From an optimization exercise on the open Yosys and OpenROAD flow, aimed at small area, a short achievable clock period and few clock cycles per item; shortcuts taken in it are not production practice.
Function was checked by simulation only, so behaviour that the tests miss may differ from the original.
Power and IR drop assume default switching activity.

==> design/flow/design.v <==
module regBank (
    input  logic                    clk,
    input  logic                    rst,
    input  logic                    wrEn,
    input  logic [3:0]              wrIdx,
    input  logic [32-1:0] wrData,
    input  logic [15:0]             rdSel1,
    input  logic [15:0]             rdSel2,
    output logic [32-1:0] rdData1,
    output logic [32-1:0] rdData2
);
    logic [15:0][32-1:0] regs;
    logic [15:0]                   written;
    always_ff @(posedge clk or posedge rst) begin
        if (rst) begin
            written <= '0;
        end else if (wrEn) begin
            written[wrIdx] <= 1'b1;
        end
    end
    always_ff @(posedge clk) begin
        for (int i = 0; i < 16; i++) begin
            if (wrEn && (wrIdx == 4'(i))) begin
                regs[i] <= wrData;
            end
        end
    end
    function automatic logic [32-1:0] readPort(input logic [15:0] sel);
        logic [32-1:0] acc;
        acc = '0;
        for (int i = 0; i < 16; i++) begin
            acc = acc | ({32{sel[i] && written[i]}} & regs[i]);
        end
        acc = acc | {22'd0, {10{sel[0] && !written[0]}}};
        readPort = acc;
    endfunction
    assign rdData1 = readPort(rdSel1);
    assign rdData2 = readPort(rdSel2);
endmodule
module coreTop (
    input  logic                    clk,
    input  logic                    rst,
    input  logic                    instrValid,
    input  logic [31:0]             instr,
    output logic                    instrCredit,
    output logic                    resValid,
    output logic [4:0]              resDest,
    output logic [32-1:0] resData
);
    logic [5:0]  opcode;
    logic [4:0]  rd, rs, rt;
    logic [10:0] funct;
    assign opcode = instr[31:26];
    assign rd     = instr[25:21];
    assign rs     = instr[20:16];
    assign rt     = instr[15:11];
    assign funct  = instr[10:0];
    logic isReg, isAddi, isLui;
    logic dAdd, dSub, dAnd, dOr, dXor, dSlt;
    logic dArith, dKnown, rdLive;
    assign isReg  = (opcode == 6'h00);
    assign isAddi = (opcode == 6'h08);
    assign isLui  = (opcode == 6'h0f);
    assign dAdd   = isReg && (funct == 11'h020);
    assign dSub   = isReg && (funct == 11'h022);
    assign dAnd   = isReg && (funct == 11'h024);
    assign dOr    = isReg && (funct == 11'h025);
    assign dXor   = isReg && (funct == 11'h026);
    assign dSlt   = isReg && (funct == 11'h02a);
    assign dArith = dAdd || dSub || isAddi || isLui;    
    assign dKnown = dArith || dAnd || dOr || dXor || dSlt;
    assign rdLive = (rd != 5'd0);
    logic                    irValid, exValid, wbValid;
    logic [4:0]              irDest, exDest;
    logic                    useS, useT;
    logic                    dFwdS, dFwdT, dWbS, dWbT;
    logic [15:0]             dSelS, dSelT;
    function automatic logic live(input logic [4:0] r);
        live = (r != 5'd0) && (r[4] == 1'b0 || r[3:0] == 4'd0);
    endfunction
    assign useS  = !isLui && live(rs);
    assign useT  = !(isLui || isAddi) && live(rt);
    assign dFwdS = useS && irValid && (irDest == rs);
    assign dFwdT = useT && irValid && (irDest == rt);
    assign dWbS  = useS && exValid && (exDest == rs) && !dFwdS;
    assign dWbT  = useT && exValid && (exDest == rt) && !dFwdT;
    always_comb begin
        for (int i = 0; i < 16; i++) begin
            dSelS[i] = useS && !dFwdS && !dWbS && (rs[3:0] == 4'(i));
            dSelT[i] = useT && !dFwdT && !dWbT && (rt[3:0] == 4'(i));
        end
    end
    logic                    irArith, irSub, irAnd, irOr, irXor, irSlt;
    logic                    irImm, irLui;
    logic                    irFwdS, irFwdT, irWbS, irWbT;
    logic [15:0]             irSelS, irSelT;
    logic [15:0]             irImmVal;
    always_ff @(posedge clk or posedge rst) begin
        if (rst) begin
            irValid     <= 1'b0;
            instrCredit <= 1'b0;
        end else begin
            irValid     <= instrValid;
            instrCredit <= instrValid;  
        end
    end
    always_ff @(posedge clk) begin
        irDest   <= dKnown ? rd : 5'd0;
        irArith  <= dArith && rdLive;
        irSub    <= dSub || dSlt;
        irAnd    <= dAnd && rdLive;
        irOr     <= dOr && rdLive;
        irXor    <= dXor && rdLive;
        irSlt    <= dSlt && rdLive;
        irLui    <= isLui;
        irImm    <= isLui || isAddi;
        irFwdS   <= dFwdS;
        irFwdT   <= dFwdT;
        irWbS    <= dWbS;
        irWbT    <= dWbT;
        irSelS   <= dSelS;
        irSelT   <= dSelT;
        irImmVal <= instr[15:0];
    end
    logic [32-1:0] aluResult;
    logic [32-1:0] bankS, bankT;
    logic [32-1:0] nextA, nextB, immExt;
    logic                    wbWrite;
    regBank bank_i (
        .clk     (clk),
        .rst     (rst),
        .wrEn    (wbWrite),
        .wrIdx   (resDest[3:0]),
        .wrData  (resData),
        .rdSel1  (irSelS),
        .rdSel2  (irSelT),
        .rdData1 (bankS),
        .rdData2 (bankT)
    );
    assign immExt = irLui ? {irImmVal, 16'h0000} : {{16{irImmVal[15]}}, irImmVal};
    assign nextA = bankS | ({32{irFwdS}} & aluResult)
                         | ({32{irWbS}} & resData);
    assign nextB = (bankT | ({32{irFwdT}} & aluResult)
                          | ({32{irWbT}} & resData)
                          | ({32{irImm}} & immExt))
                 ^ {32{irSub}};
    logic                    exArith, exSub, exAnd, exOr, exXor, exSlt;
    logic [32-1:0] opA, opB;
    always_ff @(posedge clk or posedge rst) begin
        if (rst) begin
            exValid <= 1'b0;
        end else begin
            exValid <= irValid;
        end
    end
    always_ff @(posedge clk) begin
        exDest  <= irDest;
        exArith <= irArith;
        exSub   <= irSub;
        exAnd   <= irAnd;
        exOr    <= irOr;
        exXor   <= irXor;
        exSlt   <= irSlt;
        opA     <= nextA;
        opB     <= nextB;
    end
    logic [32:0]   sumC;
    logic [32-1:0] sum;
    logic                    less;
    assign sumC = {opA, 1'b1} + {opB, exSub};
    assign sum  = sumC[32:1];
    assign less = (opA[31] == opB[31]) ? opA[31] : sum[31];
    assign aluResult = ({32{exArith}} & sum)
                     | ({32{exAnd}} & (opA & opB))
                     | ({32{exOr}}  & (opA | opB))
                     | ({32{exXor}} & (opA ^ opB))
                     | 32'(exSlt && less);
    always_ff @(posedge clk or posedge rst) begin
        if (rst) begin
            wbValid <= 1'b0;
        end else begin
            wbValid <= exValid;
        end
    end
    always_ff @(posedge clk) begin
        resDest <= exDest;
        resData <= aluResult;
    end
    assign resValid = wbValid;
    assign wbWrite  = wbValid && live(resDest);
endmodule
==> design/flow/flow/run.sh <==
#!/bin/bash
# Standard layout, with the port buffers made from buf_4 cells instead of
# the buffer_ports default, so the input and output paths are not slowed by
# delay cells.
set -o pipefail
cp standard.sh standard.sh.txt
export BUFFER_PORTS_ARGS="-buffer_cell sky130_fd_sc_hd__buf_4"
bash standard.sh > standard.log 2>&1
==> design/flow/standard.sh <==
#!/bin/bash
# synth_recipe.tcl (not shown) runs the flow's synth.tcl, then flattens the netlist and writes it again
# the make line also repeats each setting of config.mk as NAME=value (left out here)
make -C /OpenROAD-flow-scripts/flow DESIGN_CONFIG=/design/flow/config.mk WORK_HOME=/design/flow/orfs CLKGATE_MAP_FILE= SYNTH_SCRIPT=/design/flow/synth_recipe.tcl "${@:-finish}"
==> design/flow/config.mk <==
export PLATFORM = sky130hd
export DESIGN_NAME = coreTop
export DESIGN_NICKNAME = coreTop
export VERILOG_FILES = /design/flow/design.v
export SDC_FILE = /design/flow/constraint.sdc
export NUM_CORES = 4
export LEC_CHECK = 0
export CAP_MARGIN = 20
export CORE_MARGIN = 2
export CORE_UTILIZATION = 40
export SETUP_SLACK_MARGIN = 2.5
export SLEW_MARGIN = 20
export TNS_END_PERCENT = 20
==> design/flow/constraint.sdc <==
create_clock -name core_clock -period 5.0 [get_ports {clk}]
set_input_delay 1.0000 -clock core_clock [delete_from_list [all_inputs] [get_ports {clk}]]
set_output_delay 1.0000 -clock core_clock [all_outputs]
set_load 0.01 [all_outputs]
==> results of run 1 <==
[power groups by stage]
stage	registers (mW)	logic (mW)	clock network [mW]
after detailed placement	6.42	0.196	0
after global placement	6.42	0.193	0
after global routing	6.29	0.243	6.27
after floorplan	6.38	0.112	0
final	6.29	0.230	6.05
after CTS	6.29	0.212	6.05
[per-layer routing]
metal | part of all wire, % | vias up
li1 | - | 10200
met1 | 34 | 12500
met2 | 41 | 2608
met3 | 16 | 774
met4 | 8.3 | 8
met5 | 0.038 | -
[flip-flops by register name (all words and copies together) (netlist names), 16 cells and up]
register	count
irSelT	16
opA	32
irSelS	16
bank_i.regs	512
bank_i.written	16
irImmVal	16
opB	32
resData	32
[area by class of cell]
type	count	area, um2	area share (%)
Inverter	87	337	0.900
Tap cell	1040	1300	3.48
Clock inverter	42	603	1.61
Timing Repair Buffer	218	1780	4.75
Clock buffer	96	2050	5.47
Sequential cell	708	19500	52.0
Multi-Input combinational cell	1531	11900	31.8
[cells by family (layout without fill, tap and decap cells)]
kind of cell               after synthesis  in the layout
AOI/OAI and AO/OA                      832            832
xor gates and xnor gates                77             77
adders and majority gates               70             70
buffers and inverters                  273            443
DFF                                    708            708
muxes                                    1              1
and+or+nand+nor                        546            551
[repair_timing]
action,CTS,global route
endpoints found under the setup margin,604,450
gates cloned,4,1
hold endpoints to repair,0,0
buffers inserted,52,26
pin swaps,43,47
gates resized for setup,141,140
[stage by stage]
stage | std cells | setup slack (ns) | utilization (%)
CTS | 3694 | 2.16 | 47.5
finish | 3722 | 2.10 | 48.4
floorplan | 2507 | 2.41 | -
global route | 3722 | 2.09 | 48.4
detailed placement | 3500 | 1.79 | 42.7
global placement | 3500 | 1.84 | 42.7
[Yosys cell counts (all sizes together), types with 6 or more instances]
cell type / count / area share, %
edfxtp: 512 / 49
a22oi: 328 / 7.9
dfxtp: 177 / 11
clkbuf: 169 / 2.0
nand2: 125 / 1.5
a221oi: 98 / 2.8
nor2: 94 / 1.1
nand3: 88 / 1.4
inv: 87 / 1.1
o21ai: 81 / 1.3
a22o: 77 / 2.2
nand4: 75 / 1.5
ha: 69 / 2.8
a21oi: 51 / 0.82
a21o: 48 / 1.2
a222oi: 43 / 1.4
and2: 43 / 0.87
xnor2: 42 / 1.2
xor2: 35 / 0.99
nor3: 31 / 0.52
and3: 28 / 0.56
dfrtp: 19 / 1.5
buf: 17 / 0.21
nand2b: 16 / 0.32
a211oi: 14 / 0.34
a2111oi: 12 / 0.40
nor4: 12 / 0.24
o21bai: 12 / 0.29
o31ai: 11 / 0.27
o21a: 9 / 0.22
a211o: 8 / 0.23
nand3b: 6 / 0.14
or2: 6 / 0.12
[worst min-delay path by stage]
stage / endpoint
6_report: exArith
3_5_place_dp: exArith
2_1_floorplan: exAnd
5_1_grt: exArith
3_3_place_gp: exArith
4_1_cts: exArith
==> impl_metrics.env, run 1 <==
export IMPL_outcome="timing/DRC/antenna clean"
export IMPL_numPortBuffers=73
export IMPL_syn_area_per_cell_um2=12.4
export IMPL_finalSetupTns_ns=0
export IMPL_core_um2=77200
export IMPL_clockPowerShare_pct=48.1
export IMPL_worst_skew_pair_late_latency_ns=0.65
export IMPL_synth_xor_area_share_pct=2.17
export IMPL_p_per_area_nw_per_um2=336
export IMPL_fin_crit_sh_pct=57.9
export IMPL_antenna_found_initial=6
export IMPL_cp_slowest_cell="a2111oi_0"
export IMPL_antenna_left=0
export IMPL_fin_area_um2=37400
export IMPL_r2r_setup_slack_ns=2.10
export IMPL_grt_overflow=0
export IMPL_internal_power_mw=9.89
export IMPL_worstPathRequired_ns=5.52
export IMPL_synth_compound_area_share_pct=20.4
export IMPL_nets=2725
export IMPL_cts_buffers=74
export IMPL_ys_flop_type="edfxtp_1"
export IMPL_worstPathCellList="and2_2 -> buf_4 -> a22o_1 -> a221oi_1 -> nand3_1 -> a2111oi_0 -> nand3_1 -> xor2_1"
export IMPL_grt_met1_usage_pct=41.4
export IMPL_hold_path_depth=0
export IMPL_vias_per_cell=7.02
export IMPL_grt_use_total_pct=33.1
export IMPL_critPathLaunchType="flop"
export IMPL_fin_crit_ns=2.90
export IMPL_dieHeight_um=283
export IMPL_met2_usage_pct=48.7
export IMPL_cp_arrival_ns=3.41
export IMPL_first_pass_iters=13
export IMPL_synth_nets=2612
export IMPL_die_x_um=283
export IMPL_switching_share_pct=21.3
export IMPL_syn_area_um2=31100
export IMPL_yosysWarningCount=2
export IMPL_via_count=26100
export IMPL_worst_path_most_repeated_cell="nand3_1"
export IMPL_min_from="irArith"
export IMPL_cts_tree="yes"
export IMPL_die_area_um2=79900
export IMPL_dpl_instance_area_um2=33000
export IMPL_finalSetupViolCount=0
export IMPL_worst_pin_slew_ns=1.06
export IMPL_end_kind="flop"
export IMPL_power_frac_comb_pct=1.8
export IMPL_whs_ns=0.332
export IMPL_gp_congestion=0.960
export IMPL_n_antenna_cell=0
export IMPL_num_rows=102
export IMPL_crit_end="opB[31]"
export IMPL_critPathTopFamily="compound AO/OA/AOI/OAI gates"
export IMPL_synthArstFlopShare_pct=2.68
export IMPL_cts_root_buf="clkbuf_16"
export IMPL_grt_max_degree=34
export IMPL_drc=0
export IMPL_synth_top_family_by_area="compound AO/OA/AOI/OAI gates"
export IMPL_cts_clk_slew_worst_paths_ns=0.06
export IMPL_power_switching_mw=2.68
export IMPL_holdBufCountCts=0
export IMPL_final_cell_mix="edfxtp_1 (512), a22oi_1 (328), buf_4 (195)"
export IMPL_reg2reg_from="bank_i.written[15]"
export IMPL_muxShareOfSynthArea_pct=0.0322
export IMPL_cp_num_buf_inv=1
export IMPL_finalHoldViolCount=0
export IMPL_drv_slew=0
export IMPL_fin_worst_skew_ns=0.0255
export IMPL_clock_path_buffers=3
export IMPL_grt_pass1_vias=25000
export IMPL_clock_sinks=708
export IMPL_drive_gt1_share_pct=21.7
export IMPL_hold_path_class="reg -> reg"
export IMPL_startpoint="bank_i.written[15]"
export IMPL_io_pins=74
export IMPL_yosysSeqAreaShare_pct=62.4
export IMPL_nFillCells=6622
export IMPL_htree_levels=3
export IMPL_rsz0062_at_grt="true"
export IMPL_synth_edf_count=512
export IMPL_reg2regPathDepth=8
export IMPL_totalPowerFinal_mw=12.6
export IMPL_path_depth=8
export IMPL_grt_pass1_wl_um=186000
export IMPL_synthToLayoutAreaGrowth_pct=20.3
export IMPL_wire_per_inst_um=36.3
export IMPL_grt_use_met3_pct=11.3
export IMPL_maxCapViolCount=0
export IMPL_critPathMaxStageDelay_ns=0.62
export IMPL_vdd_drop_max_uv=208
export IMPL_layout_commonest_cell="edfxtp_1"
export IMPL_max_freq_ghz=0.345
export IMPL_power_leakage_nw=14.1
export IMPL_drt_iter0_markers=5648
export IMPL_seq_power_share_pct=50.0
export IMPL_yosys_area_share_simple_pct=8.86
export IMPL_critPathKind="reg -> reg"
export IMPL_synth_fa_ha_area_share_pct=2.84
export IMPL_grt_busiest_layer="met2"
export IMPL_synthCells=2507
export IMPL_initial_utilization_pct=40.3
export IMPL_ys_seq_elements=708
export IMPL_drt_total_wl_um=135000
export IMPL_worst_r2r_endpoint="opB[31]"
export IMPL_maxSlewHeadroom_pct=29.0
export IMPL_critPathMaxFanout=19
export IMPL_dpl_hpwl_um=77200
export IMPL_ys_types=69
Testbench counts, summed over its fixed seeds: cycles 24,016, items 24,000.
==> run 2: changes to the inputs <==
--- a/design/flow/design.v
+++ b/design/flow/design.v
@@ -164,11 +164,20 @@
         opA     <= nextA;
         opB     <= nextB;
     end
-    logic [32:0]   sumC;
     logic [32-1:0] sum;
     logic                    less;
-    assign sumC = {opA, 1'b1} + {opB, exSub};
-    assign sum  = sumC[32:1];
+    logic [32:0] gen, prop;
+    always_comb begin
+        gen  = {opA & opB, exSub};
+        prop = {opA ^ opB, 1'b0};
+        for (int d = 1; d <= 32; d = d * 2) begin
+            for (int i = 32; i >= d; i--) begin
+                gen[i]  = gen[i] | (prop[i] & gen[i - d]);
+                prop[i] = prop[i] & prop[i - d];
+            end
+        end
+    end
+    assign sum = (opA ^ opB) ^ gen[32-1:0];
     assign less = (opA[31] == opB[31]) ? opA[31] : sum[31];
     assign aluResult = ({32{exArith}} & sum)
                      | ({32{exAnd}} & (opA & opB))
==> run 2 against run 1 <==
Total power shrank 2.7%. Still clean on timing, DRC and antenna. Critical endpoint is now opB[29]. Area after synthesis fell by 0.68%. Critical path depth is 2 higher. Register-to-register slack is essentially flat. Final cell count fell by 1.2%. Worst hold slack got worse by 0.0056 ns. Synthesized cell count decreased by 1.2%. Die area fell by 0.67%. Via count is 0.91% lower. Non-clock buffer count decreased by 12. Core utilization about the same.
==> impl_metrics.env, run 2 <==
export IMPL_drv_slew=0
export IMPL_seq_area_um2=19400
export IMPL_outcome="timing/DRC/antenna clean"
export IMPL_gp_congestion=0.974
export IMPL_ys_types=63
export IMPL_worst_skew_pair_late_latency_ns=0.65
export IMPL_wire_per_inst_um=36.1
export IMPL_internal_power_mw=9.59
export IMPL_rsz0062_at_grt="true"
export IMPL_synth_nets=2581
export IMPL_end_kind="flop"
export IMPL_whs_ns=0.326
export IMPL_worst_r2r_endpoint="opB[29]"
export IMPL_finalSetupTns_ns=0
export IMPL_cts_clk_slew_worst_paths_ns=0.06
export IMPL_critPathLaunchType="flop"
export IMPL_synthToLayoutAreaGrowth_pct=19.5
export IMPL_htree_levels=3
export IMPL_drive_gt1_share_pct=21.2
export IMPL_synth_top_cell_by_area="edfxtp_1"
export IMPL_num_rows=101
export IMPL_cts_tree="yes"
export IMPL_critPathMaxFanout=3
export IMPL_worstPathRequired_ns=5.48
export IMPL_grt_max_degree=33
export IMPL_hold_path_class="reg -> reg"
export IMPL_finalHoldViolCount=0
export IMPL_clock_sinks=708
export IMPL_maxSlewHeadroom_pct=8.77
export IMPL_grt_overflow=0
export IMPL_reg2regPathDepth=10
export IMPL_reg2reg_from="opB[0]"
export IMPL_fin_worst_skew_ns=0.0310
export IMPL_ys_flop_type="edfxtp_1"
export IMPL_power_frac_comb_pct=1.9
export IMPL_vdd_drop_max_uv=218
export IMPL_yosysWarningCount=2
export IMPL_multi_input_area_um2=11600
export IMPL_cp_arrival_ns=3.37
export IMPL_drt_iter0_markers=5017
export IMPL_clockPowerShare_pct=46.6
export IMPL_cts_root_buf="clkbuf_16"
export IMPL_nets=2685
export IMPL_numPortBuffers=73
export IMPL_antenna_left=0
export IMPL_dpl_hpwl_um=78500
export IMPL_syn_area_um2=30900
export IMPL_grt_pass1_wl_um=183000
export IMPL_fin_crit_ns=2.89
export IMPL_grt_pass1_vias=24900
export IMPL_synth_area_leaders="edfxtp_1 (50%), dfxtp_1 (11%), a22oi_1 (7.6%), a221oi_1 (3.2%), ha_1 (2.8%)"
export IMPL_crit_end="opB[29]"
export IMPL_antenna_found_initial=7
export IMPL_via_count=25900
export IMPL_largest_register="bank_i.regs"
export IMPL_clock_path_buffers=3
export IMPL_initial_utilization_pct=40.5
export IMPL_die_x_um=282
export IMPL_fin_area_um2=36900
export IMPL_maxCapViolCount=0
export IMPL_power_leakage_nw=13.9
export IMPL_synthTopCellsByCount="edfxtp_1 (512), a22oi_1 (312), dfxtp_1 (177)"
export IMPL_power_switching_mw=2.65
export IMPL_first_pass_iters=9
export IMPL_drc=0
export IMPL_dieHeight_um=282
export IMPL_layout_commonest_cell="edfxtp_1"
export IMPL_worst_pin_slew_ns=1.37
export IMPL_yosysSeqAreaShare_pct=62.8
export IMPL_io_pins=74
export IMPL_vias_per_cell=7.04
export IMPL_synth_edf_count=512
export IMPL_core_um2=76200
export IMPL_finalSetupViolCount=0
export IMPL_cts_buffers=75
export IMPL_synthArstFlopShare_pct=2.68
export IMPL_switching_share_pct=21.7
export IMPL_dpl_instance_area_um2=32600
export IMPL_r2r_setup_slack_ns=2.11
export IMPL_grt_use_total_pct=32.7
export IMPL_holdBufCountCts=0
export IMPL_startpoint="opB[0]"
export IMPL_seq_power_share_pct=51.4
export IMPL_nFillCells=6614
export IMPL_max_freq_ghz=0.346
export IMPL_final_cell_mix="edfxtp_1 (512), a22oi_1 (310), buf_4 (185)"
export IMPL_yosys_area_top_type_share_pct=49.8
export IMPL_die_area_um2=79400
export IMPL_synthCells=2476
export IMPL_p_per_area_nw_per_um2=332
export IMPL_critPathKind="reg -> reg"
export IMPL_largest_reg_flops=512
export IMPL_ys_seq_elements=708
export IMPL_fin_crit_sh_pct=57.8
export IMPL_drt_total_wl_um=133000
export IMPL_synth_most_common_cell="edfxtp_1"
export IMPL_syn_area_per_cell_um2=12.5
[run 2: area by class of cell]
class	count	area share (%)
tap	1030	3.49
clock inverter	44	1.23
multi-input combinational	1500	31.5
antenna	8	0.0543
clock buffer	94	5.48
sequential	708	52.7
timing repair buffer	206	4.59
inverter	89	0.906
[run 2: worst min-delay path by stage]
stage	startpoint	end	cells past startpoint
4_1_cts	irArith	exArith	0
2_1_floorplan	irAnd	exAnd	0
3_3_place_gp	irArith	exArith	0
6_report	irArith	exArith	0
5_1_grt	irXor	exXor	0
3_5_place_dp	irXor	exXor	0
[run 2: what timing repair did]
item,CTS,global route
endpoints found under the setup margin,618,380
endpoints found under the hold margin,0,0
resized for setup,75,201
pin swaps,22,77
cloned,6,0
setup buffers,35,28
[run 2: metrics by stage]
step | worst slack [ns] | cells | total power [mW] | util, %
floorplan | 2.26 | 2476 | 6.50 | -
global placement | 1.63 | 3464 | 6.61 | 42.8
detailed placement | 1.53 | 3464 | 6.62 | 42.8
CTS | 2.08 | 3643 | 12.2 | 47.0
global route | 2.05 | 3671 | 12.5 | 48.4
finish | 2.11 | 3679 | 12.2 | 48.4
[run 2: routing by layer]
metal,part of all wire (%),track usage [%]
met4,8.0,22.1
met3,15,11.8
met1,35,40.6
met5,0.017,0.183
met2,42,47.6
[run 2: critical path, stage by stage, from the launching register on]
cell	delay [ns]
dfxtp_2	0.34
fa_2	0.39
a21o_1	0.19
a311o_1	0.32
a21o_1	0.23
a41oi_4	0.35
o21ai_4	0.11
a221oi_4	0.36
xnor2_2	0.15
a211oi_2	0.22
xnor2_1	0.08
[run 2: logic make-up (layout without fill, tap and decap cells)]
logic type,Yosys count,in the layout,synth area share [%]
buf+inv,274,433,3.33
mux,4,4,0.130
simple gates,542,548,8.71
xor+xnor,77,77,2.18
compound gates,801,801,20.0
fa+ha+maj,70,70,2.86
other cells,0,8,0
flops,708,708,62.8
[run 2: power groups by stage]
stage	sequential, mW	clock [mW]	combinational [mW]
floorplan	6.39	0	0.108
global placement	6.42	0	0.193
detailed placement	6.42	0	0.196
CTS	6.30	5.69	0.206
global route	6.29	5.94	0.250
finish	6.30	5.71	0.238
Testbench counts of run 2, summed over its fixed seeds: cycles 24,016, items 24,000.

[static timing again, ports no longer ideal]
The results above use ideal ports. As a check the final layouts listed here were re-extracted and re-timed, cells and wires unchanged. Step 1: set_driving_cell puts a clkbuf_16 on clk and a buf_2 on each other input, an assumption about the parent block. Step 2 also shifts input and output timing later by t, the mid clock arrival at the registers, as if the neighbouring blocks saw the same clock. Three values: ideal ports, drivers, drivers and shift; two values: the first two.
| run | t (ns) | setup slack, ns | hold WS [ns] |
|---|---|---|---|
| run 1 | 0.710 | 2.103 / 2.103 / 1.943 | 0.332 / 0.332 / 0.332 |
| run 2 | 0.697 | 2.109 / 2.109 / 2.109 | 0.326 / 0.326 / 0.326 |
After both steps setup and hold are still met in every run listed. For run 1, which loses most, drivers alone change the setup slack by 0.000 ns; drivers and shift together by -0.160 ns.
